This is an optimization exercise on Yosys and OpenROAD, whose aim is small area and a short achievable clock period, not a production implementation.
RTL that was checked went through simulation tests only; none was proved equivalent to the original.
For run 9, only the layout was checked, not whether the RTL still works.
No activity file was given, so power comes from the tool's default toggle rates.

<file path="design/flow/config.mk">
export PLATFORM = sky130hd
export DESIGN_NAME = mem_responder
export DESIGN_NICKNAME = mem_responder
export VERILOG_FILES = /design/flow/design.v
export SDC_FILE = /design/flow/constraint.sdc
export NUM_CORES = 4
export LEC_CHECK = 0
export CAP_MARGIN = 20
export CORE_MARGIN = 2
export CORE_UTILIZATION = 70
export CTS_CLUSTER_DIAMETER = 100
export CTS_CLUSTER_SIZE = 30
export SETUP_SLACK_MARGIN = 2.9
export SLEW_MARGIN = 20
</file>
<file path="design/flow/constraint.sdc">
create_clock -name core_clock -period 5.0 [get_ports {clk}]
set_input_delay 1.0000 -clock core_clock [delete_from_list [all_inputs] [get_ports {clk}]]
set_output_delay 1.0000 -clock core_clock [all_outputs]
set_load 0.01 [all_outputs]
</file>
<file path="design/flow/design.v">
package mem_pkg;
    localparam logic [31:0] FAULT_RDATA = 32'h0000_0000;
    function automatic integer mem_log2(input integer v);
        integer i;
        mem_log2 = 0;
        for (i = 0; i < 31; i = i + 1) begin
            if ((1 << i) < v) mem_log2 = i + 1;
        end
    endfunction
endpackage
module mem_array #(
    parameter int DEPTH = 64
) (
    input  logic             clk,
    input  logic [DEPTH-1:0] i_we,
    input  logic [DEPTH-1:0] i_rsel,
    input  logic [31:0]      i_wdata,
    output logic [31:0]      o_rdata
);
    localparam int HALF = DEPTH / 2;
    logic [31:0] r_mem [DEPTH];
    logic [31:0] r_lo;
    logic [31:0] w_lo;
    logic [31:0] w_hi;
    always_ff @(posedge clk) begin
        for (int k = 0; k < DEPTH; k++)
            if (i_we[k]) r_mem[k] <= i_wdata;
    end
    always_comb begin
        w_lo = '0;
        w_hi = '0;
        for (int k = 0; k < HALF; k++) begin
            w_lo = w_lo | (r_mem[k]        & {32{i_rsel[k]}});
            w_hi = w_hi | (r_mem[k + HALF] & {32{i_rsel[k + HALF]}});
        end
    end
    always_ff @(posedge clk) r_lo <= w_lo;
    assign o_rdata = r_lo | w_hi;
endmodule
module mem_responder #(
    parameter int          DEPTH      = 64,
    parameter logic [31:0] ADDR_BASE  = 32'h0000_0000,
    parameter int          RD_LATENCY = 2,
    parameter int          WR_LATENCY = 1
) (
    input  logic           clk,
    input  logic           reset,
    input  logic           MemReq,
    input  logic           MemWrite,
    input  logic [31:0]    Adr,
    input  logic [31:0]    WriteData,
    output logic [31:0]    ReadData,
    output logic           Ready,
    output logic           Err
);
    localparam int          AW   = mem_pkg::mem_log2(DEPTH);
    localparam logic [31:0] SPAN = 32'(4 * DEPTH);
    logic             r_b1;
    logic             r_b0;
    logic             r_ready;
    logic             r_err;
    logic             r_write;
    logic             r_fault;
    logic [DEPTH-1:0] r_we;
    logic [DEPTH-1:0] r_sel;
    logic [31:0]      r_wdata;
    logic [31:0]      r_rdata;
    logic             w_idle;
    logic             w_accept;
    logic [31:0]      w_offset;
    logic             w_fault;
    logic [AW-1:0]    w_idx;
    logic [31:0]      w_ram_rdata;
    assign w_idle   = !r_b1 && !r_b0 && !r_ready;
    assign w_accept = w_idle && MemReq;
    assign w_offset = Adr - ADDR_BASE;
    assign w_fault  = (w_offset[1:0] != 2'b00) || (w_offset >= SPAN);
    assign w_idx    = w_offset[AW+1:2];
    mem_array #(
        .DEPTH (DEPTH)
    ) u_mem (
        .clk     (clk),
        .i_we    (r_we),
        .i_rsel  (r_sel),
        .i_wdata (r_wdata),
        .o_rdata (w_ram_rdata)
    );
    always_ff @(posedge clk) begin
        if (w_idle) begin
            r_wdata <= WriteData;
            for (int k = 0; k < DEPTH; k++)
                r_sel[k] <= (w_idx == AW'(k)) && !w_fault;
            r_fault <= w_fault;
            r_write <= MemWrite;
        end
    end
    always_ff @(posedge clk) begin
        if (!reset) begin
            r_b1    <= 1'b0;
            r_b0    <= 1'b0;
            r_ready <= 1'b0;
            r_err   <= 1'b0;
            r_we    <= '0;
        end else begin
            r_b1    <= w_accept && !MemWrite;
            r_b0    <= r_b1 || (w_accept && MemWrite);
            r_ready <= r_b0;
            r_err   <= r_b0 && r_fault;
            r_we    <= r_sel & {DEPTH{r_b0 && r_write}};
        end
    end
    always_ff @(posedge clk) begin
        if (!reset)
            r_rdata <= mem_pkg::FAULT_RDATA;
        else if (r_b0 && !r_write)
            r_rdata <= w_ram_rdata;
    end
    assign ReadData = r_rdata;
    assign Ready    = r_ready;
    assign Err      = r_err;
endmodule
</file>
<file path="design/flow/run.sh">
#!/bin/bash
# synth_recipe.tcl (not shown) runs the flow's synth.tcl, then flattens the netlist and writes it again
# the make line also repeats each setting of config.mk as NAME=value (left out here)
make -C /OpenROAD-flow-scripts/flow DESIGN_CONFIG=/design/flow/config.mk WORK_HOME=/design/flow/orfs CLKGATE_MAP_FILE= SYNTH_SCRIPT=/design/flow/synth_recipe.tcl finish
</file>
==> results.cfg, run 1 <==
[finish]
nets = 4474
drive_above_1_share = 0.107
synthToLayoutAreaGrowth_pct = 7.52
fillers = 6483

[detailed_routing]
drt-initial-drc-count = 9045
via_per_inst = 7.60
drcViolationCount = 0
vias = 45576
drt_wl_total_mm = 245
post_drt_wl_per_cell_um = 41.0
firstDrtPassIters = 8
drtAntennaViolNets = 0

[timing]
tightest_slew_ps = 1080
hold_viol = 0
min_period_ps = 2280
slew_violations = 0
grt_setup_unrepaired = true
max_freq_ghz = 0.439
finalSetupTns_ps = 0
fin_hold_ws_ps = 501
fin_skew_ps = 17.5
finalCritPeriodShare = 0.456
setup_violations = 0
relSlewSlack = 0.277

[worst_setup_path]
r2r_cells = 4
r2r_start = r_sel[12]
slowest_delay_ps = 440
r2r_slack_ps = 2840
cp_top_family = flip-flops
start_kind = flop
path_cells = buf_6
crit_type = reg -> out
cp.arrival_ps = 1280
r2r-end = u_mem.r_lo[7]
cp_max_fo = 2
end_kind = primary output
cp.buffers_inverters = 1
crit_required_ps = 4000
crit_slowest_cell = dfxtp_4

[clock_tree]
clk-insertion-delay-late_ps = 720
clkSlewWorstSetupHoldPaths_ps = 110
cts_buffers = 85
htree_num_levels = 3
cts_sinks = 2278
root_buffer = clkbuf_16
cts_tree = built
clockBufferDepth = 3

[global_route]
grt_pass1_vias = 42296
grt_pass1_wl_mm = 332
grt.overflow.total = 0
grt.total_usage = 0.420
antenna_found_initial = 7
grt_max_degree = 101

[min_path]
hp-start = r_we[31]
hp-class = reg -> reg
hold_depth = 0
min_to = u_mem.r_mem[31][25]

[die]
pin_count = 102
die-area_um2 = 117000
die_y_um = 342
rows = 124
dieWidth_um = 342
core_region_area_um2 = 114000
start_util = 0.704

[power_and_ir_drop]
p_int_mw = 25.4
p_per_area_nw_per_um2 = 384
p_sw_mw = 7.66
p_seq_frac = 0.648
p_sw_frac = 0.232
p_comb_frac = 0.086
peakVddDrop_mv = 0.317
pwr-share-clk = 0.266
p_leak_nw = 26.5

[synthesis]
ys_seq_area_frac = 0.837
ys_warn_count = 3
yosys.area.top_type_share = 0.804
synthCells = 4265
synth_area_leader_cell = edfxtp_1
ys_types = 28
syn_nets = 4333
synth_top_cells_by_area = edfxtp_1 80%, a22oi_1 9.2%, dfxtp_1 3.3%
syn_avg_cell_area_um2 = 18.8
syn_area_um2 = 80100
ys_seq_elements = 2278

[run_status]
status = finished clean

[job]
cap_viol_max_count = 0

[place]
portBuffers = 101
gp_congestion = 0.871
dp_hpwl_mm = 128
how the worst max path moves through the flow:
stage                startpoint  cells after the start      endpoint  slack (ps)
finish              r_rdata[10]                      1  ReadData[10]        2720
global route        r_rdata[10]                      1  ReadData[10]        2710
CTS                 r_rdata[10]                      1  ReadData[10]        2710
detailed placement       Adr[1]                      5     r_sel[34]        2130
global placement        Adr[27]                      5     r_sel[59]        2170
floorplan                  r_b0                      1       r_fault        1850
area by class of cell:
class / count / area [µm²] / share of cell area
repair buffers: 333 / 3020 / 0.0351
clock buffers: 156 / 2490 / 0.0289
well taps: 1512 / 1890 / 0.0220
diodes: 6 / 15.0 / 0.000174
multi-input cells: 1708 / 11400 / 0.133
flip-flops and latches: 2278 / 67300 / 0.781
Yosys cell counts:
cell type  instances
nand3_1           69
a31oi_1            1
and3_1             3
nor2_1            99
and4b_1            1
and4_1             2
buf_6             75
clkbuf_1         154
a22o_1             1
a221oi_1           1
a21oi_1           64
nand4_4            1
and2_1            65
nor4_1            38
nand3_4            1
dfxtp_1          132
buf_2             39
nand2_1          105
nand4_1          193
edfxtp_1        2146
nor3_1             1
nand4b_4           2
buf_4             12
o21ai_0           32
a22oi_2            3
a22oi_1          987
or4_1             32
nor2b_1            6
cells by family (layout without fill, tap and decap cells):
| family | after synthesis | count (layout) | synth area share |
|---|---|---|---|
| AOI/OAI and AO/OA | 1089 | 1089 | 0.0992 |
| buffers and inverters | 280 | 489 | 0.0213 |
| DFF | 2278 | 2278 | 0.837 |
| other | 0 | 6 | 0 |
| and+or+nand+nor | 618 | 619 | 0.0422 |
power by group through the flow:
stage	sequential [mW]	combinational (mW)	clock, mW
floorplan	22.1	1.18	0
global placement	22.0	2.48	0
detailed placement	22.0	2.52	0
CTS	21.5	2.72	8.76
global route	21.5	2.91	9.29
finish	21.5	2.84	8.80
repair_timing:
action                     in CTS  in global routing
pin swaps                       0                  1
hold buffers                    0                  0
gates cloned                    1                  0
gates resized for setup       245                 16
setup endpoints to repair     101                173
buffers inserted               49                  8
hold endpoints to repair        0                  0
layer usage:
layer / vias to the layer above / track usage / wire length (µm)
li1: 17800 / - / -
met1: 23013 / 0.572 / 80400
met2: 4020 / 0.667 / 116000
met3: 735 / 0.0833 / 34700
met4: 8 / 0.201 / 14000
met5: - / 0 / 54
layout by cell type (no fill, tap or decap), drive strengths merged, types with 2 or more instances in the layout:
| cell type | count |
|---|---|
| nand2 | 105 |
| and2 | 65 |
| diode | 6 |
| nor2b | 7 |
| a22oi | 990 |
| nor4 | 38 |
| nor2 | 99 |
| edfxtp | 2146 |
| a21oi | 64 |
| buf | 266 |
| dfxtp | 132 |
| clkbuf | 156 |
| nand3 | 70 |
| clkdlybuf4s50 | 67 |
| and3 | 3 |
| or4 | 32 |
| o21ai | 32 |
| and4 | 2 |
| nand4b | 2 |
| nand4 | 194 |
per-stage QoR:
step	util	cell area, µm²	std cells	worst slack, ps	power (mW)
final	0.756	86100	5993	2720	33.1
after floorplan	-	80100	4265	1850	23.2
after global routing	0.756	86100	5988	2710	33.7
after detailed placement	0.728	82900	5773	2130	24.5
after global placement	0.727	82800	5772	2170	24.5
after CTS	0.755	86000	5979	2710	32.9
state kept, by name, indices dropped and copies added, names as in the netlist:
signal,count
r_b0,1
r_b1,1
r_err,1
r_fault,1
r_rdata,32
r_ready,1
r_sel,64
r_wdata,32
r_we,64
r_write,1
u_mem.r_lo,32
u_mem.r_mem,2048
==> inputs of run 2 (changes only) <==
--- a/design/flow/config.mk
+++ b/design/flow/config.mk
@@ -11,3 +11,3 @@
 export CTS_CLUSTER_DIAMETER = 100
-export CTS_CLUSTER_SIZE = 30
+export CTS_CLUSTER_SIZE = 25
 export SETUP_SLACK_MARGIN = 2.9
==> results.cfg, run 2 <==
[run_status]
status = finished clean

[worst_setup_path]
crit_type = reg -> out
crit_required_ps = 4000
path_cells = buf_6
cp_max_fo = 2
end_kind = primary output
slowest_delay_ps = 430
cp_top_family = flip-flops
cp.buffers_inverters = 1
cp.arrival_ps = 1290
crit_slowest_cell = dfxtp_4
start_kind = flop

[global_route]
grt_max_degree = 101
grt_pass1_vias = 42676
antenna_found_initial = 5
grt.total_usage = 0.423
grt_pass1_wl_mm = 334
grt.overflow.total = 0

[clock_tree]
clkSlewWorstSetupHoldPaths_ps = 100
htree_num_levels = 3
cts_sinks = 2278
cts_tree = built
cts_buffers = 101
clk-insertion-delay-late_ps = 750
clockBufferDepth = 3
root_buffer = clkbuf_16

[place]
portBuffers = 101
dp_hpwl_mm = 128
post_dp_cell_area_um2 = 82900
gp_congestion = 0.871

[detailed_routing]
drt-initial-drc-count = 9194
via_per_inst = 7.63
drcViolationCount = 0
vias = 45972
firstDrtPassIters = 9
post_drt_wl_per_cell_um = 41.1
drt_wl_total_mm = 247
drtAntennaViolNets = 0

[power_and_ir_drop]
p_leak_nw = 26.8
total_power_mw = 33.8
p_per_area_nw_per_um2 = 391
peakVddDrop_mv = 0.370

[min_path]
hp-class = reg -> reg

[synthesis]
synthArstFlopShare = 0
ys_seq_elements = 2278
synth_ff_type = edfxtp_1
synth-edff-count = 2146
syn_avg_cell_area_um2 = 18.8
synth_area_leader_cell = edfxtp_1
ys_warn_count = 3
syn_nets = 4333
synthCells = 4265
ys_types = 28
syn_area_um2 = 80100
yosysMostFrequentCell = edfxtp_1
synth_top_cells_by_area = edfxtp_1 80%, a22oi_1 9.2%, dfxtp_1 3.3%
synthTopCellsByCount = 2146 x edfxtp_1, 987 x a22oi_1, 193 x nand4_1
yosys.area.top_type_share = 0.804
ys_seq_area_frac = 0.837

[timing]
fin_skew_ps = 37.3
setup_violations = 0
finalSetupTns_ps = 0
grt_setup_unrepaired = true
tightest_slew_ps = 1090
finalCritPeriodShare = 0.457
hold_viol = 0
max_freq_ghz = 0.437
relSlewSlack = 0.271
min_period_ps = 2290
slew_violations = 0

[finish]
drive_above_1_share = 0.112
fin_area_um2 = 86700
multiInputGateArea_um2 = 11400
largest_reg_flops = 2048
mostFrequentLayoutCell = edfxtp_1
final_cell_mix = 2146 x edfxtp_1, 987 x a22oi_1, 212 x buf_4, 193 x nand4_1, 105 x nand2_1
top_register = u_mem.r_mem
seq_area_um2 = 67300
reg_top3 = u_mem.r_mem: 2048 flops, r_sel: 64 flops, r_we: 64 flops
nets = 4495
fillers = 6420
synthToLayoutAreaGrowth_pct = 8.15

[die]
core_region_area_um2 = 114000
rows = 124
pin_count = 102
start_util = 0.704
dieWidth_um = 342
die_y_um = 342
die-area_um2 = 117000

[job]
cap_viol_max_count = 0
-- run 2: cell count changes in the layout (fill, tap and decap cells not counted), moves of 2 or more --
cell and change:
nand3_2 +2, nor4_2 +2, nand3_1 -2, inv_6 +3, clkbuf_16 +15, buf_6 +4, clkbuf_1 +12, buf_4 +4
nor4_1 -2, buf_12 -3
-- run 2: logic make-up (layout without fill, tap and decap cells) --
| group | Yosys count | count (layout) | share of synthesized area |
|---|---|---|---|
| AOI/OAI and AO/OA | 1089 | 1089 | 0.0992 |
| buffers and inverters | 280 | 525 | 0.0213 |
| DFF | 2278 | 2278 | 0.837 |
| other | 0 | 6 | 0 |
| and+or+nand+nor | 618 | 619 | 0.0422 |
-- run 2: area by class of cell --
type / count / share of cell area
diodes: 6 / 0.000173
repair buffers: 338 / 0.0350
well taps: 1512 / 0.0218
clock inverters: 5 / 0.000837
multi-input cells: 1708 / 0.132
flip-flops and latches: 2278 / 0.777
clock buffers: 182 / 0.0334
-- run 2: worst paths after layout --
check | cells after the start | start | slack, ps | end
setup / recovery | 1 | r_rdata[10] | 2710 | ReadData[10]
hold / removal | 0 | r_we[31] | 490 | u_mem.r_mem[31][25]
setup reg to reg | 4 | r_sel[23] | 2840 | u_mem.r_lo[16]
hold reg to reg | 0 | r_we[31] | 490 | u_mem.r_mem[31][25]
-- run 2: metrics by stage --
step / setup slack, ps / std cells / hold WS, ps / util
after global placement: 2170 / 5772 / 468 / 0.727
after global routing: 2690 / 6024 / 490 / 0.761
final: 2710 / 6029 / 487 / 0.761
after CTS: 2690 / 6020 / 481 / 0.760
after detailed placement: 2130 / 5773 / 467 / 0.728
after floorplan: 1850 / 4265 / 451 / -
-- run 2: metal layers --
layer  global-route usage  part of all wire  vias up
met4                0.208             0.061        4
met1                0.572              0.32    23181
li1                     -                 -    17861
met5                    0           0.00010        -
met2                0.673              0.47     4119
met3               0.0831              0.14      807
-- run 2: what timing repair did --
| action | in CTS | in global routing |
|---|---|---|
| pin swaps | 0 | 1 |
| hold buffers | 0 | 0 |
| endpoints found under the setup margin | 96 | 156 |
| cloned | 1 | 0 |
| hold endpoints to repair | 0 | 0 |
| gates resized for setup | 241 | 23 |
| buffers inserted | 59 | 3 |
-- run 2: power by group --
part           switching, mW  total, mW  leakage (nW)  internal [mW]
sequential             0.173       21.5          20.6           21.3
clock                   5.56       9.54          1.41           3.98
combinational           2.13       2.85          4.75          0.724
total                   7.87       33.8          26.8           26.0
==> inputs of run 3 (changes only) <==
--- a/design/flow/design.v
+++ b/design/flow/design.v
@@ -22,2 +22,3 @@
     logic [31:0] r_lo;
+    logic [31:0] r_hi;
     logic [31:0] w_lo;
@@ -36,4 +37,7 @@
     end
-    always_ff @(posedge clk) r_lo <= w_lo;
-    assign o_rdata = r_lo | w_hi;
+    always_ff @(posedge clk) begin
+        r_lo <= w_lo;
+        r_hi <= w_hi;
+    end
+    assign o_rdata = r_lo | r_hi;
 endmodule
@@ -88,6 +92,8 @@
     always_ff @(posedge clk) begin
+        for (int k = 0; k < DEPTH; k++)
+            r_sel[k] <= (w_idx == AW'(k)) && !w_fault;
+    end
+    always_ff @(posedge clk) begin
         if (w_idle) begin
             r_wdata <= WriteData;
-            for (int k = 0; k < DEPTH; k++)
-                r_sel[k] <= (w_idx == AW'(k)) && !w_fault;
             r_fault <= w_fault;
==> results.cfg, run 3 <==
[detailed_routing]
drtAntennaViolNets = 0
drcViolationCount = 0
vias = 46435
drt_wl_total_mm = 249
post_drt_wl_per_cell_um = 42.4
drt-initial-drc-count = 9805
via_per_inst = 7.92
firstDrtPassIters = 6

[finish]
nets = 4355
synthToLayoutAreaGrowth_pct = 7.73
largest_reg_flops = 2048
drive_above_1_share = 0.108
mostFrequentLayoutCell = edfxtp_1
num_antenna_cells = 0
final_cell_mix = 2082 x edfxtp_1, 1024 x a22oi_1, 258 x nand4_1, 149 x buf_4, 123 x dfxtp_2
fin_area_um2 = 85900
top_register = u_mem.r_mem
reg_top3 = u_mem.r_mem: 2048 flops, r_sel: 64 flops, r_we: 64 flops

[timing]
relSlewSlack = 0.276
grt_setup_unrepaired = true
slew_violations = 0
finalCritPeriodShare = 0.455
tightest_slew_ps = 1080
finalSetupTns_ps = 0
setup_slack_ps = 2730
max_freq_ghz = 0.440
fin_hold_ws_ps = 508
min_period_ps = 2270
setup_violations = 0
hold_viol = 0
fin_skew_ps = 18.4

[synthesis]
synthCells = 4210
syn_avg_cell_area_um2 = 18.9
ys_seq_elements = 2310
ys_warn_count = 3
ys_types = 26
synth_top_cells_by_area = edfxtp_1 78%, a22oi_1 9.6%, dfxtp_1 5.7%
synth-edff-count = 2082
ys_seq_area_frac = 0.842
yosysMostFrequentCell = edfxtp_1
synthTopCellsByCount = 2082 x edfxtp_1, 1024 x a22oi_1, 258 x nand4_1
syn_area_um2 = 79700
syn_nets = 4278
synthArstFlopShare = 0
synth_ff_type = edfxtp_1
synth_area_leader_cell = edfxtp_1
yosys.area.top_type_share = 0.784

[die]
die_y_um = 341
core_region_area_um2 = 113000
die-area_um2 = 117000
start_util = 0.707
dieWidth_um = 341
rows = 123
pin_count = 102

[clock_tree]
cts_buffers = 102
htree_num_levels = 3
clockBufferDepth = 3
cts_sinks = 2310
clkSlewWorstSetupHoldPaths_ps = 100
cts_tree = built
root_buffer = clkbuf_16
clk-insertion-delay-late_ps = 720
holdBufCountCts = 0

[place]
post_dp_cell_area_um2 = 82600
gp_congestion = 0.818
dp_hpwl_mm = 120
pre_cts_ws_ps = 1950
portBuffers = 101

[worst_setup_path]
cp.arrival_ps = 2860
crit_required_ps = 5580
end_kind = flop
path_cells = nand2b_2 > nor3_1 > nor3b_1
crit_slowest_cell = nor3_1
cp_max_fo = 32
slowest_delay_ps = 840
crit_type = reg -> reg
r2r_cells = 3
start_kind = flop

[power_and_ir_drop]
p_leak_nw = 26.3
peakVddDrop_mv = 0.332
p_per_area_nw_per_um2 = 367

[run_status]
status = finished clean

[min_path]
hold_depth = 2
hp-class = reg -> reg

[job]
cap_viol_max_count = 0

[global_route]
grt_pass1_vias = 42946
grt_max_degree = 66
grt.overflow.total = 0
grt.total_usage = 0.426
antenna_found_initial = 9
grt_pass1_wl_mm = 336
run 3: cell count changes after synthesis, moves of 63 or more:
cell      before   now
a21oi_1       64     0
buf_2         39   147
buf_6         75     1
dfxtp_1      132   228
edfxtp_1    2146  2082
nand2_1      105     9
nand3_1       69     6
nand4_1      193   258
nor2_1        99    36
nor3_1         1    96
run 3: power by group:
group	internal, mW	switching, mW	leakage, nW
sequential	21.3	0.0664	20.7
combinational	0.131	0.522	4.26
clock	3.99	5.58	1.39
run 3: path summary, 6_finish.rpt:
check	slack (ps)	to	startpoint
setup / recovery	2730	r_rdata[0]	r_b0
hold / removal	510	r_rdata[20]	r_rdata[20]
setup reg to reg	2730	r_rdata[0]	r_b0
hold reg to reg	510	r_rdata[20]	r_rdata[20]
run 3: area by class of cell:
| cell class | count | area (µm²) |
|---|---|---|
| Fill cell | 6457 | 26800 |
| Clock inverter | 1 | 16.3 |
| Tap cell | 1500 | 1880 |
| Clock buffer | 181 | 2910 |
| Timing Repair Buffer | 257 | 2260 |
| Multi-Input combinational cell | 1616 | 11400 |
| Sequential cell | 2310 | 67400 |
run 3: logic make-up (layout without fill, tap and decap cells):
group	after synthesis	in the layout	share of synthesized area
buffers and inverters	284	439	0.0159
flip-flops	2310	2310	0.842
AND/OR/NAND/NOR	591	591	0.0459
AO/OA/AOI/OAI	1025	1025	0.0965
run 3: repair_timing:
| item | in CTS | in global routing |
|---|---|---|
| buffers inserted | 6 | 8 |
| gates cloned | 0 | 0 |
| gates resized for setup | 225 | 11 |
| pin swaps | 0 | 3 |
| endpoints found under the setup margin | 113 | 180 |
run 3: metal layers:
layer  part of all wire  up-vias  track usage
met3               0.18      649        0.127
met2               0.43     4900        0.613
met5            0.00054        -      0.00163
met4              0.040       14        0.142
li1                   -    17593            -
met1               0.34    23279        0.640
run 3: per-stage QoR:
| step | instances | power (mW) | util |
|---|---|---|---|
| 6_report | 5865 | 31.6 | 0.762 |
| 5_1_grt | 5865 | 32.2 | 0.762 |
| 4_1_cts | 5857 | 31.5 | 0.761 |
| 3_5_place_dp | 5669 | 22.4 | 0.733 |
| 3_3_place_gp | 5669 | 22.4 | 0.733 |
| 2_1_floorplan | 4210 | 22.0 | - |
run 3: critical path, delay by kind of cell, from the launching register on:
kind | cells | cell delay [ps]
flops | 1 | 550
simple gates | 3 | 1570
==> inputs of run 4 (changes only) <==
--- a/design/flow/design.v
+++ b/design/flow/design.v
@@ -67,3 +67,4 @@
     logic             r_fault;
-    logic [DEPTH-1:0] r_we;
+    logic             r_wcommit;
+    logic [DEPTH-1:0] w_we;
     logic [DEPTH-1:0] r_sel;
@@ -82,2 +83,3 @@
     assign w_idx    = w_offset[AW+1:2];
+    assign w_we = r_sel & {DEPTH{r_wcommit}};
     mem_array #(
@@ -86,3 +88,3 @@
         .clk     (clk),
-        .i_we    (r_we),
+        .i_we    (w_we),
         .i_rsel  (r_sel),
@@ -92,8 +94,6 @@
     always_ff @(posedge clk) begin
-        for (int k = 0; k < DEPTH; k++)
-            r_sel[k] <= (w_idx == AW'(k)) && !w_fault;
-    end
-    always_ff @(posedge clk) begin
         if (w_idle) begin
             r_wdata <= WriteData;
+            for (int k = 0; k < DEPTH; k++)
+                r_sel[k] <= (w_idx == AW'(k)) && !w_fault;
             r_fault <= w_fault;
@@ -108,3 +108,3 @@
             r_err   <= 1'b0;
-            r_we    <= '0;
+            r_wcommit <= 1'b0;
         end else begin
@@ -114,3 +114,3 @@
             r_err   <= r_b0 && r_fault;
-            r_we    <= r_sel & {DEPTH{r_b0 && r_write}};
+            r_wcommit <= r_b0 && r_write;
         end
==> results.cfg, run 4 <==
[global_route]
grt_pass1_wl_mm = 350
grt.overflow.total = 0
grt.total_usage = 0.445
antenna_found_initial = 7
grt_max_degree = 75
grt_pass1_vias = 44896

[clock_tree]
clk-insertion-delay-late_ps = 730
clkSlewWorstSetupHoldPaths_ps = 100
cts_buffers = 99
holdBufCountCts = 0
cts_sinks = 2247
clockBufferDepth = 3
htree_num_levels = 3
root_buffer = clkbuf_16
cts_tree = built

[place]
dp_hpwl_mm = 135
gp_congestion = 0.880
post_dp_cell_area_um2 = 82100
placed_cells = 5617
portBuffers = 101
pre_cts_ws_ps = 1900

[worst_setup_path]
cp_top_family = flip-flops
cp_max_fo = 2
crit_end = ReadData[6]
r2r_start = r_sel[32]
r2r_slack_ps = 2780
r2r_cells = 4
end_kind = primary output
crit_type = reg -> out
cp.arrival_ps = 1250
crit_start = r_rdata[6]
crit_required_ps = 4000
crit_slowest_cell = dfxtp_4
cp.buffers_inverters = 1
r2r-end = u_mem.r_hi[28]
worst-path-stages = 1
slowest_delay_ps = 410
start_kind = flop
path_cells = buf_6

[detailed_routing]
via_per_inst = 8.04
drcViolationCount = 0
drtAntennaViolNets = 0
post_drt_wl_per_cell_um = 43.5
drt_wl_total_mm = 258
vias = 47712
firstDrtPassIters = 7
drt-initial-drc-count = 11090

[power_and_ir_drop]
total_power_mw = 33.7
p_comb_frac = 0.092
pwr-share-clk = 0.277
peakVddDrop_mv = 0.377
p_leak_nw = 26.6
p_per_area_nw_per_um2 = 388
p_sw_frac = 0.235
p_int_mw = 25.7
p_sw_mw = 7.92
p_seq_frac = 0.631

[synthesis]
ys_warn_count = 3
ys_types = 25
ys_seq_elements = 2247
synth_ff_type = edfxtp_1
ys_seq_area_frac = 0.840
yosys.area.top_type_share = 0.815
synth_area_leader_cell = edfxtp_1
yosysMostFrequentCell = edfxtp_1
syn_nets = 4215
synth_top_cells_by_area = edfxtp_1 81%, a22oi_1 9.7%, dfxtp_1 2.6%
synthArstFlopShare = 0
syn_avg_cell_area_um2 = 19.1
synthTopCellsByCount = 2146 x edfxtp_1, 1024 x a22oi_1, 258 x nand4_1
syn_area_um2 = 79100
synthCells = 4147
synth-edff-count = 2146

[die]
dieWidth_um = 340
core_region_area_um2 = 112000
rows = 123
start_util = 0.704
die-area_um2 = 116000
pin_count = 102
die_y_um = 340

[timing]
grt_setup_unrepaired = true
setup_slack_ps = 2750
min_period_ps = 2250
fin_hold_ws_ps = 516
max_freq_ghz = 0.445
fin_skew_ps = 24.4
setup_violations = 0
tightest_slew_ps = 1160
hold_viol = 0
finalSetupTns_ps = 0
relSlewSlack = 0.226
slew_violations = 0
finalCritPeriodShare = 0.449

[finish]
mostFrequentLayoutCell = edfxtp_1
nets = 4421
reg_top3 = u_mem.r_mem: 2048 flops, r_sel: 64 flops
synthToLayoutAreaGrowth_pct = 9.71
drive_above_1_share = 0.134
top_register = u_mem.r_mem
fin_area_um2 = 86800
fin_util = 0.772
final_cell_mix = 2146 x edfxtp_1, 1000 x a22oi_1, 258 x nand4_1, 197 x buf_4, 105 x clkbuf_16
final_cells = 5934
largest_reg_flops = 2048

[run_status]
status = finished clean

[job]
cap_viol_max_count = 0

[min_path]
hp-class = reg -> reg
## run 4: cell count changes after synthesis
| cell | before | now |
|---|---|---|
| buf_2 | 147 | 145 |
| clkbuf_1 | 131 | 133 |
| buf_1 | 3 | 0 |
| dfxtp_1 | 228 | 101 |
| buf_4 | 2 | 5 |
| edfxtp_1 | 2082 | 2146 |
## run 4: how the worst min path moves through the flow
stage,cells past startpoint,start,slack (ps),to
5_1_grt,2,r_rdata[13],540,r_rdata[13]
2_1_floorplan,1,r_fault,450,r_err
3_3_place_gp,2,r_rdata[21],490,r_rdata[21]
6_report,2,r_rdata[21],520,r_rdata[21]
4_1_cts,2,r_rdata[17],520,r_rdata[17]
3_5_place_dp,2,r_rdata[12],500,r_rdata[12]
## run 4: cell families (layout without fill, tap and decap cells)
kind of cell / count (synthesis) / count (layout) / synth area share
flip-flops: 2247 / 2247 / 0.840
other: 0 / 2 / 0
buffers and inverters: 284 / 556 / 0.0161
AO/OA/AOI/OAI: 1025 / 1025 / 0.0973
AND/OR/NAND/NOR: 591 / 604 / 0.0462
## run 4: cell type report
class / instances / area (µm²)
timing repair buffer: 376 / 3550
clock inverter: 2 / 13.8
antenna: 2 / 5.00
clock buffer: 178 / 2860
sequential: 2247 / 66500
tap: 1500 / 1880
fill: 6118 / 25600
multi-input combinational: 1629 / 12000
## run 4: tightest hold or removal path: cells and delay by family, from the launching register on
kind | cells | cell delay (ps)
simple gates | 2 | 140
flops | 1 | 340
## run 4: power by group through the flow
stage | clock network, mW | logic (mW) | registers [mW]
final | 9.34 | 3.10 | 21.2
after detailed placement | 0 | 2.57 | 21.8
after floorplan | 0 | 1.15 | 21.8
after CTS | 9.29 | 2.87 | 21.2
after global routing | 9.89 | 3.12 | 21.2
after global placement | 0 | 2.47 | 21.8
## run 4: routing by layer
metal | GRT usage | vias up | wire length (µm)
met2 | 0.622 | 5395 | 109000
met1 | 0.653 | 23779 | 85200
met4 | 0.184 | 6 | 13300
li1 | - | 17749 | -
met3 | 0.155 | 783 | 50500
met5 | 0 | - | 48
## run 4: timing repair
item / in CTS / in global routing
gates cloned: 10 / 5
setup endpoints to repair: 1705 / 536
pin swaps: 18 / 22
resized for setup: 325 / 58
buffers inserted: 91 / 26
==> inputs of run 5 (changes only) <==
--- a/design/flow/config.mk
+++ b/design/flow/config.mk
@@ -9,3 +9,3 @@
 export CORE_MARGIN = 2
-export CORE_UTILIZATION = 70
+export CORE_UTILIZATION = 76
 export CTS_CLUSTER_DIAMETER = 100
==> results.cfg, run 5 <==
[run_status]
status = finished clean

[synthesis]
yosysMostFrequentCell = edfxtp_1
synth_ff_type = edfxtp_1
ys_seq_elements = 2247
syn_nets = 4215
synthCells = 4147
syn_area_um2 = 79100
syn_avg_cell_area_um2 = 19.1
ys_warn_count = 3
synth_top_cells_by_area = edfxtp_1 81%, a22oi_1 9.7%, dfxtp_1 2.6%
ys_types = 25
synthArstFlopShare = 0
synthTopCellsByCount = 2146 x edfxtp_1, 1024 x a22oi_1, 258 x nand4_1
ys_seq_area_frac = 0.840
synth_area_leader_cell = edfxtp_1
synth-edff-count = 2146
yosys.area.top_type_share = 0.815

[timing]
grt_setup_unrepaired = true
setup_violations = 0
hold_viol = 0
max_freq_ghz = 0.431
finalCritPeriodShare = 0.464
finalSetupTns_ps = 0
relSlewSlack = 0.230
min_period_ps = 2320
fin_hold_ws_ps = 508
slew_violations = 0
tightest_slew_ps = 1150
fin_skew_ps = 37.4

[global_route]
grt.overflow.total = 0
grt_max_degree = 66
grt_pass1_vias = 45870
antenna_found_initial = 8
grt_pass1_wl_mm = 347
grt.total_usage = 0.478

[detailed_routing]
drt-initial-drc-count = 11738
drtAntennaViolNets = 0
firstDrtPassIters = 9
drcViolationCount = 0
via_per_inst = 8.42
drt_wl_total_mm = 256
post_drt_wl_per_cell_um = 44.1
vias = 48840

[finish]
drive_above_1_share = 0.126
top_register = u_mem.r_mem
synthToLayoutAreaGrowth_pct = 9.29
reg_top3 = u_mem.r_mem: 2048 flops, r_sel: 64 flops
mostFrequentLayoutCell = edfxtp_1
fillers = 4580
final_cells = 5799
nets = 4399
final_cell_mix = 2146 x edfxtp_1, 1008 x a22oi_1, 258 x nand4_1, 172 x buf_4, 105 x clkbuf_16
largest_reg_flops = 2048
fin_util = 0.836

[worst_setup_path]
crit_slowest_cell = nor3_1
r2r_slack_ps = 2680
path_cells = nand2b_2 > nor3_1 > nor3b_1
slowest_delay_ps = 930
end_kind = flop
crit_type = reg -> reg
cp.buffers_inverters = 0
crit_required_ps = 5570
start_kind = flop
cp.arrival_ps = 2890
cp_top_family = simple AND/OR/NAND/NOR gates
cp_max_fo = 32

[power_and_ir_drop]
p_int_mw = 25.7
p_leak_nw = 26.4
p_sw_frac = 0.234
peakVddDrop_mv = 0.311
p_per_area_nw_per_um2 = 389
p_sw_mw = 7.88
p_comb_frac = 0.091
pwr-share-clk = 0.277
p_seq_frac = 0.632

[place]
portBuffers = 101
dp_hpwl_mm = 132
placed_cells = 5501
gp_congestion = 0.908

[die]
pin_count = 102
core_region_area_um2 = 103000
die_y_um = 327
die-area_um2 = 107000
rows = 118
dieWidth_um = 327
start_util = 0.765

[clock_tree]
clkSlewWorstSetupHoldPaths_ps = 100
cts_sinks = 2247
cts_tree = built
clk-insertion-delay-late_ps = 730
cts_buffers = 99
htree_num_levels = 3
clockBufferDepth = 3
root_buffer = clkbuf_16

[min_path]
hp-class = reg -> reg

[job]
cap_viol_max_count = 0
==> run 5: cell families (layout without fill, tap and decap cells) <==
| family | Yosys count | count (layout) | synth area share |
|---|---|---|---|
| simple gates | 591 | 608 | 0.0462 |
| compound gates | 1025 | 1025 | 0.0973 |
| other cells | 0 | 7 | 0 |
| buf+inv | 284 | 532 | 0.0161 |
| flops | 2247 | 2247 | 0.840 |
==> run 5: final timing paths <==
check | endpoint | depth (start not counted) | start
min | r_rdata[9] | 2 | r_rdata[9]
max reg2reg | r_rdata[0] | 3 | r_write
min reg2reg | r_rdata[9] | 2 | r_rdata[9]
max | r_rdata[0] | 3 | r_write
==> run 5: stage by stage <==
stage	area (µm²)	setup WS, ps	total power, mW
2_1_floorplan	79200	1820	22.9
3_3_place_gp	81800	2010	24.2
3_5_place_dp	82000	1910	24.3
4_1_cts	85900	2760	33.2
5_1_grt	86400	2690	34.1
6_report	86400	2680	33.6
==> run 5: power groups by stage <==
stage	combinational [mW]	clock [mW]	sequential, mW
after floorplan	1.15	0	21.8
after global placement	2.49	0	21.7
after detailed placement	2.59	0	21.7
after CTS	2.78	9.21	21.2
after global routing	3.05	9.81	21.2
final	3.06	9.32	21.2
==> run 5: worst reg2reg max path, stage by stage, from the launching register on <==
cell and delay [ps]:
edfxtp_1 450, nand2b_2 660, nor3_1 960, nor3b_1 100
==> run 5: per-layer routing <==
metal / part of all wire / routed length (µm) / up-vias / GRT usage
met5: 0.00047 / 120 / - / 0.00799
met4: 0.062 / 15900 / 6 / 0.226
met3: 0.21 / 53900 / 1124 / 0.195
met2: 0.42 / 108000 / 6513 / 0.667
met1: 0.30 / 77500 / 23498 / 0.670
li1: - / - / 17699 / -
==> run 5: what timing repair did <==
| item | CTS | global route |
|---|---|---|
| pin swaps | 25 | 17 |
| setup buffers | 63 | 24 |
| hold endpoints to repair | 0 | 0 |
| cloned | 15 | 4 |
| hold buffers | 0 | 0 |
| gates resized for setup | 301 | 63 |
| endpoints found under the setup margin | 2241 | 434 |
==> run 5: final cells by class <==
type / instances / area [µm²] / area share
diodes: 7 / 17.5 / 0.000203
clock buffers: 180 / 2870 / 0.0332
well taps: 1380 / 1730 / 0.0200
clock inverters: 2 / 13.8 / 0.000159
repair buffers: 350 / 3390 / 0.0392
flip-flops and latches: 2247 / 66500 / 0.770
multi-input cells: 1633 / 11900 / 0.138
==> inputs of run 6 (changes only) <==
--- a/design/flow/design.v
+++ b/design/flow/design.v
@@ -15,2 +15,3 @@
     input  logic [DEPTH-1:0] i_we,
+    input  logic [DEPTH-1:0] i_hold,
     input  logic [DEPTH-1:0] i_rsel,
@@ -27,3 +28,3 @@
         for (int k = 0; k < DEPTH; k++)
-            if (i_we[k]) r_mem[k] <= i_wdata;
+            r_mem[k] <= (i_wdata & {32{i_we[k]}}) | (r_mem[k] & {32{i_hold[k]}});
     end
@@ -68,3 +69,5 @@
     logic             r_wcommit;
+    logic             r_whold;
     logic [DEPTH-1:0] w_we;
+    logic [DEPTH-1:0] w_hold;
     logic [DEPTH-1:0] r_sel;
@@ -83,3 +86,4 @@
     assign w_idx    = w_offset[AW+1:2];
-    assign w_we = r_sel & {DEPTH{r_wcommit}};
+    assign w_we   = r_sel & {DEPTH{r_wcommit}};
+    assign w_hold = ~r_sel | {DEPTH{r_whold}};
     mem_array #(
@@ -89,2 +93,3 @@
         .i_we    (w_we),
+        .i_hold  (w_hold),
         .i_rsel  (r_sel),
@@ -109,2 +114,3 @@
             r_wcommit <= 1'b0;
+            r_whold   <= 1'b1;
         end else begin
@@ -115,2 +121,3 @@
             r_wcommit <= r_b0 && r_write;
+            r_whold   <= !(r_b0 && r_write);
         end
--- a/design/flow/config.mk
+++ b/design/flow/config.mk
@@ -9,3 +9,3 @@
 export CORE_MARGIN = 2
-export CORE_UTILIZATION = 76
+export CORE_UTILIZATION = 70
 export CTS_CLUSTER_DIAMETER = 100
==> results.cfg, run 6 <==
[synthesis]
ys_types = 29
syn_avg_cell_area_um2 = 11.5
synthTopCellsByCount = 2150 x dfxtp_1, 2048 x a22o_1, 1024 x a22oi_1
syn_area_um2 = 79800
synth_top_cells_by_area = dfxtp_1 54%, a22o_1 22%, a22oi_1 9.6%
synth-edff-count = 98
ys_seq_elements = 2248
synthCells = 6940
yosys.area.top_type_share = 0.540
syn_nets = 7008
ys_warn_count = 3
ys_seq_area_frac = 0.576
synth_ff_type = dfxtp_1
synth_area_leader_cell = dfxtp_1
yosysMostFrequentCell = dfxtp_1
synthArstFlopShare = 0

[run_status]
status = finished clean

[finish]
fillers = 7574
synthToLayoutAreaGrowth_pct = 7.25
nets = 6627
top_register = u_mem.r_mem
mostFrequentLayoutCell = dfxtp_1
drive_above_1_share = 0.110
fin_util = 0.758
largest_reg_flops = 2048
final_cell_mix = 2115 x dfxtp_1, 2048 x a22o_1, 1020 x a22oi_1, 289 x buf_4, 258 x nand4_1
fin_area_um2 = 85500
reg_top3 = u_mem.r_mem: 2048 flops, r_sel: 64 flops

[place]
portBuffers = 101
post_dp_cell_area_um2 = 80900
dp_hpwl_mm = 183
gp_congestion = 0.934

[power_and_ir_drop]
p_per_area_nw_per_um2 = 475
p_seq_frac = 0.587
p_sw_frac = 0.287
p_int_mw = 29.0
peakVddDrop_mv = 0.426
p_sw_mw = 11.6
total_power_mw = 40.6
pwr-share-clk = 0.234
p_comb_frac = 0.180
p_leak_nw = 32.6

[global_route]
grt_pass1_wl_mm = 475
grt_pass1_vias = 65332
grt_max_degree = 101
grt.overflow.total = 0
antenna_found_initial = 13
grt.total_usage = 0.561

[detailed_routing]
drt_wl_total_mm = 343
vias = 70599
drtAntennaViolNets = 0
post_drt_wl_per_cell_um = 42.4
drcViolationCount = 0
firstDrtPassIters = 11
via_per_inst = 8.72
drt-initial-drc-count = 15336

[die]
die-area_um2 = 117000
rows = 123
dieWidth_um = 342
pin_count = 102
start_util = 0.707
core_region_area_um2 = 113000
die_y_um = 342

[timing]
fin_hold_ws_ps = 489
max_freq_ghz = 0.439
tightest_slew_ps = 1220
relSlewSlack = 0.184
finalCritPeriodShare = 0.455
hold_viol = 0
grt_setup_unrepaired = true
fin_skew_ps = 16.6
setup_violations = 0
finalSetupTns_ps = 0
slew_violations = 0
min_period_ps = 2280

[worst_setup_path]
start_kind = flop
crit_type = reg -> reg
slowest_delay_ps = 590
cp_max_fo = 20
path_cells = buf_4 > and2_2 > buf_6 > a22o_1
crit_required_ps = 5700
crit_slowest_cell = and2_2
cp.arrival_ps = 2970
end_kind = flop

[job]
cap_viol_max_count = 0

[clock_tree]
htree_num_levels = 3
holdBufCountCts = 0
cts_sinks = 2248
cts_buffers = 99
clockBufferDepth = 3
root_buffer = clkbuf_16
clkSlewWorstSetupHoldPaths_ps = 100
cts_tree = built
clk-insertion-delay-late_ps = 760

[min_path]
hp-class = reg -> reg
run 6: area by class of cell:
class	count	area, µm²	area share
repair buffers	476	4440	0.0519
flip-flops and latches	2248	46000	0.538
well taps	1500	1880	0.0219
diodes	17	42.5	0.000497
multi-input cells	3733	30400	0.356
inverters	1	3.75	0.0000439
clock buffers	122	2700	0.0316
run 6: path summary, 6_finish.rpt:
check / endpoint / startpoint / cells past startpoint / slack [ps]
worst max-delay path: u_mem.r_mem[33][21] / r_sel[33] / 4 / 2720
worst min-delay path: u_mem.r_mem[3][4] / u_mem.r_mem[3][4] / 1 / 490
worst max register to register: u_mem.r_mem[33][21] / r_sel[33] / 4 / 2720
worst min register to register: u_mem.r_mem[3][4] / u_mem.r_mem[3][4] / 1 / 490
run 6: timing repair:
| item | 4_1_cts | 5_1_grt |
|---|---|---|
| cloned | 1 | 4 |
| gates resized for setup | 328 | 57 |
| pin swaps | 3 | 7 |
| setup buffers | 88 | 26 |
| endpoints found under the setup margin | 1885 | 683 |
run 6: worst max-delay path, delay by kind of cell, from the launching register on:
kind                   cells  cell delay, ps
and+or+nand+nor            1             590
DFF                        1             530
AOI/OAI and AO/OA          1             190
buffers and inverters      2             870
run 6: cells by family after synthesis:
| family | count (synthesis) | share of synthesized area |
|---|---|---|
| AOI/OAI and AO/OA | 3073 | 0.321 |
| buffers and inverters | 964 | 0.0514 |
| DFF | 2248 | 0.576 |
| and+or+nand+nor | 655 | 0.0508 |
run 6: through the flow:
stage	cells	setup slack, ps
detailed placement	7828	1660
global route	8083	2740
floorplan	6940	1820
CTS	8039	2560
finish	8097	2720
global placement	7823	1740
run 6: power groups by stage:
| stage | Clock [mW] | Sequential [mW] | Combinational [mW] |
|---|---|---|---|
| finish | 9.49 | 23.8 | 7.30 |
| global route | 9.91 | 24.0 | 7.45 |
| CTS | 9.29 | 23.7 | 6.72 |
| detailed placement | 0 | 24.1 | 6.34 |
| global placement | 0 | 24.1 | 6.13 |
| floorplan | 0 | 23.3 | 4.71 |
run 6: metal layers:
metal,share of wire,global-route usage
met1,0.32,0.678
met2,0.39,0.778
met3,0.18,0.256
met4,0.10,0.425
met5,0.0016,0.0163
==> inputs of run 7 (changes only) <==
==> design/flow/flow/run.sh (new file) <==
#!/bin/bash
set -euo pipefail
export BUFFER_PORTS_ARGS="-buffer_cell sky130_fd_sc_hd__buf_2"
export CTS_ARGS="-sink_clustering_enable -repair_clock_nets -sink_clustering_size 25 -sink_clustering_max_diameter 100 -dont_use_dummy_load"
bash standard.sh > standard.log 2>&1
==> design/flow/standard.sh (new file) <==
#!/bin/bash
# synth_recipe.tcl (not shown) runs the flow's synth.tcl, then flattens the netlist and writes it again
# the make line also repeats each setting of config.mk as NAME=value (left out here)
make -C /OpenROAD-flow-scripts/flow DESIGN_CONFIG=/design/flow/config.mk WORK_HOME=/design/flow/orfs CLKGATE_MAP_FILE= SYNTH_SCRIPT=/design/flow/synth_recipe.tcl "${@:-finish}"
removed: design/flow/run.sh
==> results.cfg, run 7 <==
[global_route]
grt_pass1_vias = 65234
grt_pass1_wl_mm = 472
antenna_found_initial = 19
grt_max_degree = 101
grt.total_usage = 0.559
grt.overflow.total = 0

[detailed_routing]
drtAntennaViolNets = 0
vias = 70014
drt_wl_total_mm = 340
via_per_inst = 8.67
drcViolationCount = 0
post_drt_wl_per_cell_um = 42.1
firstDrtPassIters = 8
drt-initial-drc-count = 15592

[worst_setup_path]
start_kind = flop
r2r_slack_ps = 2600
r2r-end = u_mem.r_mem[43][15]
cp_max_fo = 35
end_kind = flop
r2r_start = r_sel[43]
cp.arrival_ps = 3040
r2r_cells = 3
crit_type = reg -> reg
crit_required_ps = 5630

[synthesis]
ys_warn_count = 3
synthTopCellsByCount = 2150 x dfxtp_1, 2048 x a22o_1, 1024 x a22oi_1
synth_area_leader_cell = dfxtp_1
synth_ff_type = dfxtp_1
syn_area_um2 = 79800
ys_seq_elements = 2248
synth_top_cells_by_area = dfxtp_1 54%, a22o_1 22%, a22oi_1 9.6%
ys_seq_area_frac = 0.576
yosysMostFrequentCell = dfxtp_1
synthCells = 6940
ys_types = 29
synth-edff-count = 98
synthArstFlopShare = 0
yosys.area.top_type_share = 0.540
syn_nets = 7008
syn_avg_cell_area_um2 = 11.5

[clock_tree]
htree_num_levels = 3
holdBufCountCts = 0
cts_tree = built
clk-insertion-delay-late_ps = 770
cts_buffers = 99
clkSlewWorstSetupHoldPaths_ps = 100
cts_sinks = 2248
root_buffer = clkbuf_16
clockBufferDepth = 3

[power_and_ir_drop]
peakVddDrop_mv = 0.370
total_power_mw = 40.4
p_leak_nw = 32.5
p_per_area_nw_per_um2 = 475

[die]
dieWidth_um = 342
die_y_um = 342
start_util = 0.707
rows = 123
core_region_area_um2 = 113000
pin_count = 102
die-area_um2 = 117000

[finish]
mostFrequentLayoutCell = dfxtp_1
reg_top3 = u_mem.r_mem: 2048 flops, r_sel: 64 flops
nets = 6632
drive_above_1_share = 0.122
synthToLayoutAreaGrowth_pct = 6.55
top_register = u_mem.r_mem
largest_reg_flops = 2048
final_cell_mix = 2116 x dfxtp_1, 2048 x a22o_1, 1006 x a22oi_1, 303 x buf_4, 258 x nand4_1
fin_util = 0.753
final_cells = 8077

[min_path]
min_to = r_wdata[8]
hp-start = WriteData[8]
hp-class = in -> reg
hold_depth = 1

[place]
portBuffers = 101
placed_cells = 7824
dp_hpwl_mm = 187
gp_congestion = 0.945

[timing]
fin_hold_ws_ps = 403
fin_skew_ps = 43.2
slew_violations = 0
relSlewSlack = 0.224
setup_violations = 0
finalSetupTns_ps = 0
tightest_slew_ps = 1160
max_freq_ghz = 0.416
min_period_ps = 2400
hold_viol = 0
finalCritPeriodShare = 0.480
grt_setup_unrepaired = true

[job]
cap_viol_max_count = 0

[run_status]
status = finished clean
[run 7: cell counts after synthesis]
No cell type changed its count.
[run 7: per-layer routing]
layer	wire length (µm)	share of wire	GRT usage	vias to the layer above
met5	171	0.00050	0.00817	-
met4	34400	0.10	0.426	14
met3	62900	0.19	0.264	2422
met2	133000	0.39	0.766	7849
met1	110000	0.32	0.676	33386
li1	-	-	-	26343
[run 7: critical path, cell delays in order, from the launching register on]
cell and delay, ps:
edfxtp_1 340, buf_4 640, nand2b_2 760, a22o_1 460
[run 7: report_power, final]
part | switching [mW] | internal [mW] | total [mW]
clock network | 5.62 | 3.55 | 9.17
registers | 2.32 | 21.6 | 23.9
logic | 3.71 | 3.54 | 7.26
total | 11.7 | 28.7 | 40.4
[run 7: what timing repair did]
item,in CTS,in global routing
setup endpoints to repair,1778,842
buffers inserted,103,27
cloned,1,3
gates resized for setup,169,80
pin swaps,1,12
[run 7: kinds of logic after synthesis]
kind of cell,count (synthesis),share of synthesized area
AOI/OAI and AO/OA,3073,0.321
buffers and inverters,964,0.0514
DFF,2248,0.576
and+or+nand+nor,655,0.0508
[run 7: how the worst max path moves through the flow]
stage / from / to
2_1_floorplan: r_b1 / r_b1
3_3_place_gp: Adr[14] / r_sel[15]
3_5_place_dp: Adr[14] / r_sel[15]
4_1_cts: r_rdata[18] / ReadData[18]
5_1_grt: r_rdata[16] / ReadData[16]
6_report: r_sel[43] / u_mem.r_mem[43][15]
[run 7: cell type report]
type | instances | area [µm²]
flip-flops and latches | 2248 | 46000
clock buffers | 99 | 2480
diodes | 15 | 37.5
inverters | 1 | 3.75
multi-input cells | 3732 | 30500
repair buffers | 482 | 4100
well taps | 1500 | 1880
fillers | 7651 | 27800
[run 7: per-stage QoR]
step / area (µm²) / setup slack, ps
4_1_cts: 84300 / 2750
5_1_grt: 85000 / 2740
2_1_floorplan: 79800 / 1820
3_5_place_dp: 80400 / 1980
6_report: 85000 / 2600
3_3_place_gp: 80200 / 2070
==> inputs of run 8 (changes only) <==
--- a/design/flow/design.v
+++ b/design/flow/design.v
@@ -23,3 +23,2 @@
     logic [31:0] r_lo;
-    logic [31:0] r_hi;
     logic [31:0] w_lo;
@@ -38,7 +37,4 @@
     end
-    always_ff @(posedge clk) begin
-        r_lo <= w_lo;
-        r_hi <= w_hi;
-    end
-    assign o_rdata = r_lo | r_hi;
+    always_ff @(posedge clk) r_lo <= w_lo;
+    assign o_rdata = r_lo | w_hi;
 endmodule
==> results.cfg, run 8 <==
[timing]
fin_skew_ps = 48.0
hold_viol = 0
relSlewSlack = 0.0995
grt_setup_unrepaired = true
min_period_ps = 2280
max_freq_ghz = 0.439
setup_violations = 0
finalCritPeriodShare = 0.456
tightest_slew_ps = 1350
slew_violations = 0
finalSetupTns_ps = 0
setup_slack_ps = 2720

[worst_setup_path]
path_cells = buf_6
cp_max_fo = 2
start_kind = flop
crit_slowest_cell = dfxtp_4
crit_type = reg -> out
worst-path-stages = 1
r2r_cells = 5
end_kind = primary output
slowest_delay_ps = 420
cp.buffers_inverters = 1
cp.arrival_ps = 1280
cp_top_family = flip-flops
crit_required_ps = 4000

[synthesis]
synth_area_leader_cell = dfxtp_1
synthTopCellsByCount = 2118 x dfxtp_1, 2049 x a22o_1, 990 x a22oi_1
synthCells = 6996
ys_seq_area_frac = 0.574
syn_avg_cell_area_um2 = 11.3
synth_ff_type = dfxtp_1
ys_seq_elements = 2216
syn_nets = 7064
syn_area_um2 = 79100
ys_warn_count = 3
synth-edff-count = 98
synth_top_cells_by_area = dfxtp_1 54%, a22o_1 23%, a22oi_1 9.4%
ys_types = 32
synthArstFlopShare = 0
yosys.area.top_type_share = 0.536
yosysMostFrequentCell = dfxtp_1

[detailed_routing]
via_per_inst = 8.40
routed.top_layer = met5
firstDrtPassIters = 12
wl_met2_mm = 121
wl_met3_mm = 58.3
drt-initial-drc-count = 14546
drtAntennaViolNets = 0
post_drt_wl_per_cell_um = 39.1
vias = 68156
wl_met1_mm = 113
drt_wl_total_mm = 317
drcViolationCount = 0

[power_and_ir_drop]
p_leak_nw = 32.3
peakVddDrop_mv = 0.393
p_per_area_nw_per_um2 = 475

[die]
pin_count = 102
core_region_area_um2 = 112000
die_y_um = 340
rows = 123
die-area_um2 = 116000
dieWidth_um = 340
start_util = 0.705

[min_path]
hold_depth = 1
hp-class = in -> reg

[place]
portBuffers = 101
gp_congestion = 0.951
placed_cells = 7880
dp_hpwl_mm = 176
pre_cts_ws_ps = 1890

[clock_tree]
clkSlewWorstSetupHoldPaths_ps = 100
root_buffer = clkbuf_16
clockBufferDepth = 3
holdBufCountCts = 0
cts_tree = built
cts_buffers = 98
clk-insertion-delay-late_ps = 760
htree_num_levels = 3
cts_sinks = 2216

[finish]
final_cells = 8116
drive_above_1_share = 0.118
reg_top3 = u_mem.r_mem: 2048 flops, r_sel: 64 flops
mostFrequentLayoutCell = dfxtp_1
synthToLayoutAreaGrowth_pct = 6.64
top_register = u_mem.r_mem
largest_reg_flops = 2048
fillers = 7628
nets = 6675
final_cell_mix = 2080 x dfxtp_1, 2049 x a22o_1, 974 x a22oi_1, 282 x buf_4, 192 x nand4_1

[job]
cap_viol_max_count = 0

[global_route]
grt_pass1_vias = 62161
grt_max_degree = 80
antenna_found_initial = 19
grt.total_usage = 0.520
grt_pass1_wl_mm = 443
grt.overflow.total = 0

[run_status]
status = finished clean
## run 8: cell count changes after synthesis, sizes merged, moves of 34 or more
cell,before,now
a21oi,0,64
a22oi,1024,990
buf,406,330
clkbuf,557,628
nand2,10,107
nand3,6,72
nand4,262,193
nor2,36,100
nor3,97,1
## run 8: worst register-to-register path, delay by kind of cell (launching register included)
kind	cells	cell delay (ps)
buffers and inverters	2	360
and+or+nand+nor	2	930
AOI/OAI and AO/OA	1	350
DFF	1	430
## run 8: path summary, 6_finish.rpt
check	startpoint	slack [ps]	endpoint
min	WriteData[10]	430	r_wdata[10]
max	r_rdata[9]	2720	ReadData[9]
max reg2reg	r_sel[6]	2770	u_mem.r_lo[0]
min reg2reg	u_mem.r_mem[30][9]	480	u_mem.r_mem[30][9]
## run 8: area by class of cell
| type | instances | area, µm² | area share |
|---|---|---|---|
| Sequential cell | 2216 | 45400 | 0.539 |
| Multi-Input combinational cell | 3834 | 30500 | 0.362 |
| Timing Repair Buffer | 456 | 3980 | 0.0472 |
| Clock buffer | 98 | 2450 | 0.0291 |
| Tap cell | 1500 | 1880 | 0.0223 |
| Antenna cell | 11 | 27.5 | 0.000326 |
| Inverter | 1 | 3.75 | 0.0000445 |
## run 8: timing repair
action	CTS	global route
gates cloned	9	8
gates resized for setup	220	97
setup buffers	91	19
pin swaps	11	19
setup endpoints to repair	2116	557
endpoints found under the hold margin	0	0
## run 8: through the flow
step | util | hold slack, ps | instance area (µm²) | power [mW]
after global placement | 0.707 | 461 | 79300 | 30.0
after floorplan | - | 431 | 79100 | 27.6
after global routing | 0.751 | 416 | 84300 | 40.9
after detailed placement | 0.708 | 464 | 79500 | 30.3
final | 0.752 | 427 | 84300 | 40.1
after CTS | 0.745 | 413 | 83600 | 39.1
## run 8: kinds of logic (layout without fill, tap and decap cells)
family                 count (synthesis)  after routing  synth area share
AO/OA/AOI/OAI                       3137           3137             0.327
buffers and inverters                959            555            0.0514
AND/OR/NAND/NOR                      684            697            0.0477
other                                  0             11                 0
flip-flops                          2216           2216             0.574
## run 8: metal layers
layer	GRT usage	vias to the layer above
met5	0.00531	-
met4	0.304	12
met3	0.239	1707
met2	0.688	7082
met1	0.694	33010
li1	-	26345
## run 8: power by group
part	total, mW	switching [mW]	internal, mW
clock	9.02	5.50	3.51
sequential	23.4	2.15	21.2
combinational	7.68	4.19	3.49
==> inputs of run 9 (changes only) <==
--- a/design/flow/design.v
+++ b/design/flow/design.v
@@ -15,3 +15,2 @@
     input  logic [DEPTH-1:0] i_we,
-    input  logic [DEPTH-1:0] i_hold,
     input  logic [DEPTH-1:0] i_rsel,
@@ -20,21 +19,12 @@
 );
-    localparam int HALF = DEPTH / 2;
     logic [31:0] r_mem [DEPTH];
-    logic [31:0] r_lo;
-    logic [31:0] w_lo;
-    logic [31:0] w_hi;
     always_ff @(posedge clk) begin
         for (int k = 0; k < DEPTH; k++)
-            r_mem[k] <= (i_wdata & {32{i_we[k]}}) | (r_mem[k] & {32{i_hold[k]}});
+            if (i_we[k]) r_mem[k] <= i_wdata;
     end
     always_comb begin
-        w_lo = '0;
-        w_hi = '0;
-        for (int k = 0; k < HALF; k++) begin
-            w_lo = w_lo | (r_mem[k]        & {32{i_rsel[k]}});
-            w_hi = w_hi | (r_mem[k + HALF] & {32{i_rsel[k + HALF]}});
-        end
+        o_rdata = '0;
+        for (int k = 0; k < DEPTH; k++)
+            o_rdata = o_rdata | (r_mem[k] & {32{i_rsel[k]}});
     end
-    always_ff @(posedge clk) r_lo <= w_lo;
-    assign o_rdata = r_lo | w_hi;
 endmodule
@@ -65,5 +55,2 @@
     logic             r_wcommit;
-    logic             r_whold;
-    logic [DEPTH-1:0] w_we;
-    logic [DEPTH-1:0] w_hold;
     logic [DEPTH-1:0] r_sel;
@@ -76,2 +63,3 @@
     logic [AW-1:0]    w_idx;
+    logic [DEPTH-1:0] w_we;
     logic [31:0]      w_ram_rdata;
@@ -82,4 +70,3 @@
     assign w_idx    = w_offset[AW+1:2];
-    assign w_we   = r_sel & {DEPTH{r_wcommit}};
-    assign w_hold = ~r_sel | {DEPTH{r_whold}};
+    assign w_we = r_sel & {DEPTH{r_wcommit}};
     mem_array #(
@@ -89,3 +76,2 @@
         .i_we    (w_we),
-        .i_hold  (w_hold),
         .i_rsel  (r_sel),
@@ -110,3 +96,2 @@
             r_wcommit <= 1'b0;
-            r_whold   <= 1'b1;
         end else begin
@@ -117,3 +102,2 @@
             r_wcommit <= r_b0 && r_write;
-            r_whold   <= !(r_b0 && r_write);
         end
==> design/flow/run.sh (new file) <==
#!/bin/bash
# synth_recipe.tcl (not shown) runs the flow's synth.tcl, then flattens the netlist and writes it again
# the make line also repeats each setting of config.mk as NAME=value (left out here)
make -C /OpenROAD-flow-scripts/flow DESIGN_CONFIG=/design/flow/config.mk WORK_HOME=/design/flow/orfs CLKGATE_MAP_FILE= SYNTH_SCRIPT=/design/flow/synth_recipe.tcl finish
--- a/design/flow/config.mk
+++ b/design/flow/config.mk
@@ -11,4 +11,4 @@
 export CTS_CLUSTER_DIAMETER = 100
-export CTS_CLUSTER_SIZE = 25
-export SETUP_SLACK_MARGIN = 2.9
+export CTS_CLUSTER_SIZE = 30
+export SETUP_SLACK_MARGIN = 2.6
 export SLEW_MARGIN = 20
removed: design/flow/flow/run.sh
removed: design/flow/standard.sh
==> results.cfg, run 9 <==
[run_status]
status = finished clean

[global_route]
grt_pass1_vias = 44866
grt_max_degree = 101
grt_pass1_wl_mm = 376
antenna_found_initial = 14
grt.overflow.total = 0
grt.total_usage = 0.506

[min_path]
hp-start = r_b0
hold_depth = 1
min_to = r_ready
hp-class = reg -> reg

[clock_tree]
root_buffer = clkbuf_16
cts_tree = built
clockBufferDepth = 3
cts_buffers = 82
clk-insertion-delay-late_ps = 740
clkSlewWorstSetupHoldPaths_ps = 110
htree_num_levels = 3
cts_sinks = 2183
holdBufCountCts = 0

[power_and_ir_drop]
p_comb_frac = 0.106
p_sw_frac = 0.247
p_leak_nw = 25.9
p_int_mw = 24.7
peakVddDrop_mv = 0.396
p_sw_mw = 8.09
p_seq_frac = 0.631
pwr-share-clk = 0.263
p_per_area_nw_per_um2 = 387

[detailed_routing]
drt_wl_total_mm = 286
drtAntennaViolNets = 0
via_per_inst = 8.42
vias = 48794
post_drt_wl_per_cell_um = 49.3
drt-initial-drc-count = 12120
drcViolationCount = 0
firstDrtPassIters = 9

[place]
gp_congestion = 0.940
portBuffers = 101
dp_hpwl_mm = 160
pre_cts_ws_ps = 1660

[job]
cap_viol_max_count = 0

[synthesis]
syn_nets = 4085
ys_warn_count = 3
syn_avg_cell_area_um2 = 19.3
synth_top_cells_by_area = edfxtp_1 83%, a22oi_1 7.8%, nand4_1 1.7%
synthArstFlopShare = 0
yosysMostFrequentCell = edfxtp_1
syn_area_um2 = 77400
ys_types = 29
ys_seq_elements = 2183
synth-edff-count = 2146
synthCells = 4017
yosys.area.top_type_share = 0.832
synth_ff_type = edfxtp_1
synth_area_leader_cell = edfxtp_1
ys_seq_area_frac = 0.842
synthTopCellsByCount = 2146 x edfxtp_1, 800 x a22oi_1, 210 x nand4_1

[finish]
synthToLayoutAreaGrowth_pct = 9.34
top_register = u_mem.r_mem
drive_above_1_share = 0.122
mostFrequentLayoutCell = edfxtp_1
nets = 4292
largest_reg_flops = 2048
reg_top3 = u_mem.r_mem: 2048 flops, r_sel: 64 flops
final_cell_mix = 2146 x edfxtp_1, 797 x a22oi_1, 224 x buf_4, 210 x nand4_1, 87 x clkbuf_16

[timing]
finalSetupTns_ps = 0
min_period_ps = 2590
slew_violations = 0
tightest_slew_ps = 1230
setup_violations = 0
hold_viol = 0
fin_skew_ps = 19.4
max_freq_ghz = 0.387
setup_slack_ps = 2410
fin_hold_ws_ps = 551
grt_setup_unrepaired = true
finalCritPeriodShare = 0.517
relSlewSlack = 0.179

[die]
die-area_um2 = 113000
pin_count = 102
dieWidth_um = 337
core_region_area_um2 = 110000
die_y_um = 337
start_util = 0.703
rows = 122

[worst_setup_path]
crit_required_ps = 5400
cp_max_fo = 15
cp.arrival_ps = 2980
crit_type = reg -> reg
r2r-end = u_mem.r_mem[31][9]
start_kind = flop
r2r_start = r_sel[31]
end_kind = flop
r2r_cells = 3
r2r_slack_ps = 2410
[run 9: how the worst max path moves through the flow]
stage / start / end
global placement: r_sel[32] / r_rdata[25]
global route: r_sel[53] / r_rdata[28]
finish: r_sel[31] / u_mem.r_mem[31][9]
detailed placement: r_sel[32] / r_rdata[25]
floorplan: r_b0 / r_fault
CTS: r_sel[57] / r_rdata[25]
[run 9: critical path, cell delays in order, from the launching register on]
cell,delay [ps]
edfxtp_1,750
buf_4,460
and2_4,560
buf_4,450
[run 9: cell type report]
cell class,instances,area (µm²)
Inverter,1,3.75
Fill cell,6125,25600
Clock buffer,145,2390
Sequential cell,2183,65200
Tap cell,1488,1860
Clock inverter,2,17.5
Timing Repair Buffer,370,3330
Multi-Input combinational cell,1586,11800
Antenna cell,22,55.1
[run 9: what timing repair did]
action,in CTS,in global routing
setup endpoints to repair,980,203
gates cloned,5,1
gates resized for setup,181,53
buffers inserted,45,18
pin swaps,15,25
[run 9: power groups by stage]
stage | sequential [mW] | combinational, mW | clock (mW)
6_report | 20.7 | 3.48 | 8.61
5_1_grt | 20.7 | 3.41 | 9.02
4_1_cts | 20.6 | 3.18 | 8.49
3_5_place_dp | 21.1 | 2.98 | 0
3_3_place_gp | 21.1 | 2.91 | 0
2_1_floorplan | 21.2 | 1.14 | 0
[run 9: layer usage]
metal  vias to the layer above  wire length (µm)  global-route usage
met5                         -                73                   0
met4                        10             26200               0.363
met3                      1318             57400               0.215
met2                      6247            117000               0.688
met1                     23875             84900               0.663
li1                      17344                 -                   -
[run 9: cells by family after synthesis]
family                 after synthesis  synth area share
DFF                               2183             0.842
AOI/OAI and AO/OA                 1090             0.107
and+or+nand+nor                    492            0.0372
buffers and inverters              252            0.0142
[run 9: through the flow]
step | util | area, µm² | std cells | power, mW
final | 0.768 | 84700 | 5797 | 32.7
after global routing | 0.768 | 84600 | 5776 | 33.1
after CTS | 0.764 | 84200 | 5756 | 32.3
after detailed placement | 0.736 | 81100 | 5559 | 24.1
after global placement | 0.734 | 80900 | 5552 | 24.1
after floorplan | - | 77400 | 4017 | 22.4

-- static timing again, ports no longer ideal --
No port has a modelled driver above. Below, the same layouts with a new extraction and two added sets of constraints. Step 1 sets driving cells, clkbuf_16 on the clock port and buf_2 on the other inputs (assumed; they add their load-dependent delay and slew). Step 2 moves the port delays by t, midway between the first and last clock arrival at a register: inputs arrive t later, outputs are due t later. That takes back most of the time a late clock gives input paths. Three values: ideal, step 1, step 2; two values: the first two.
run	t, ns	slack for setup (ns)	hold WS [ns]
run 1	0.794	2.720 / 2.635 / 2.276	0.501 / 0.501 / 0.501
run 2	0.809	2.714 / 2.640 / 2.196	0.487 / 0.487 / 0.487
run 3	0.802	2.726 / 2.674 / 2.165	0.508 / 0.508 / 0.508
run 4	0.804	2.754 / 2.671 / 2.216	0.516 / 0.516 / 0.516
run 5	0.797	2.681 / 2.681 / 2.103	0.508 / 0.508 / 0.508
run 6	0.833	2.724 / 2.665 / 2.161	0.489 / 0.489 / 0.489
run 7	0.828	2.598 / 2.598 / 2.424	0.403 / 0.341 / 0.488
run 8	0.825	2.721 / 2.634 / 2.292	0.427 / 0.361 / 0.481
run 9	0.809	2.413 / 2.413 / 1.905	0.551 / 0.551 / 0.551
After both steps every run listed still meets setup and hold. For run 5, which loses most, drivers alone change the setup slack by 0.000 ns; drivers and shift together by -0.578 ns.
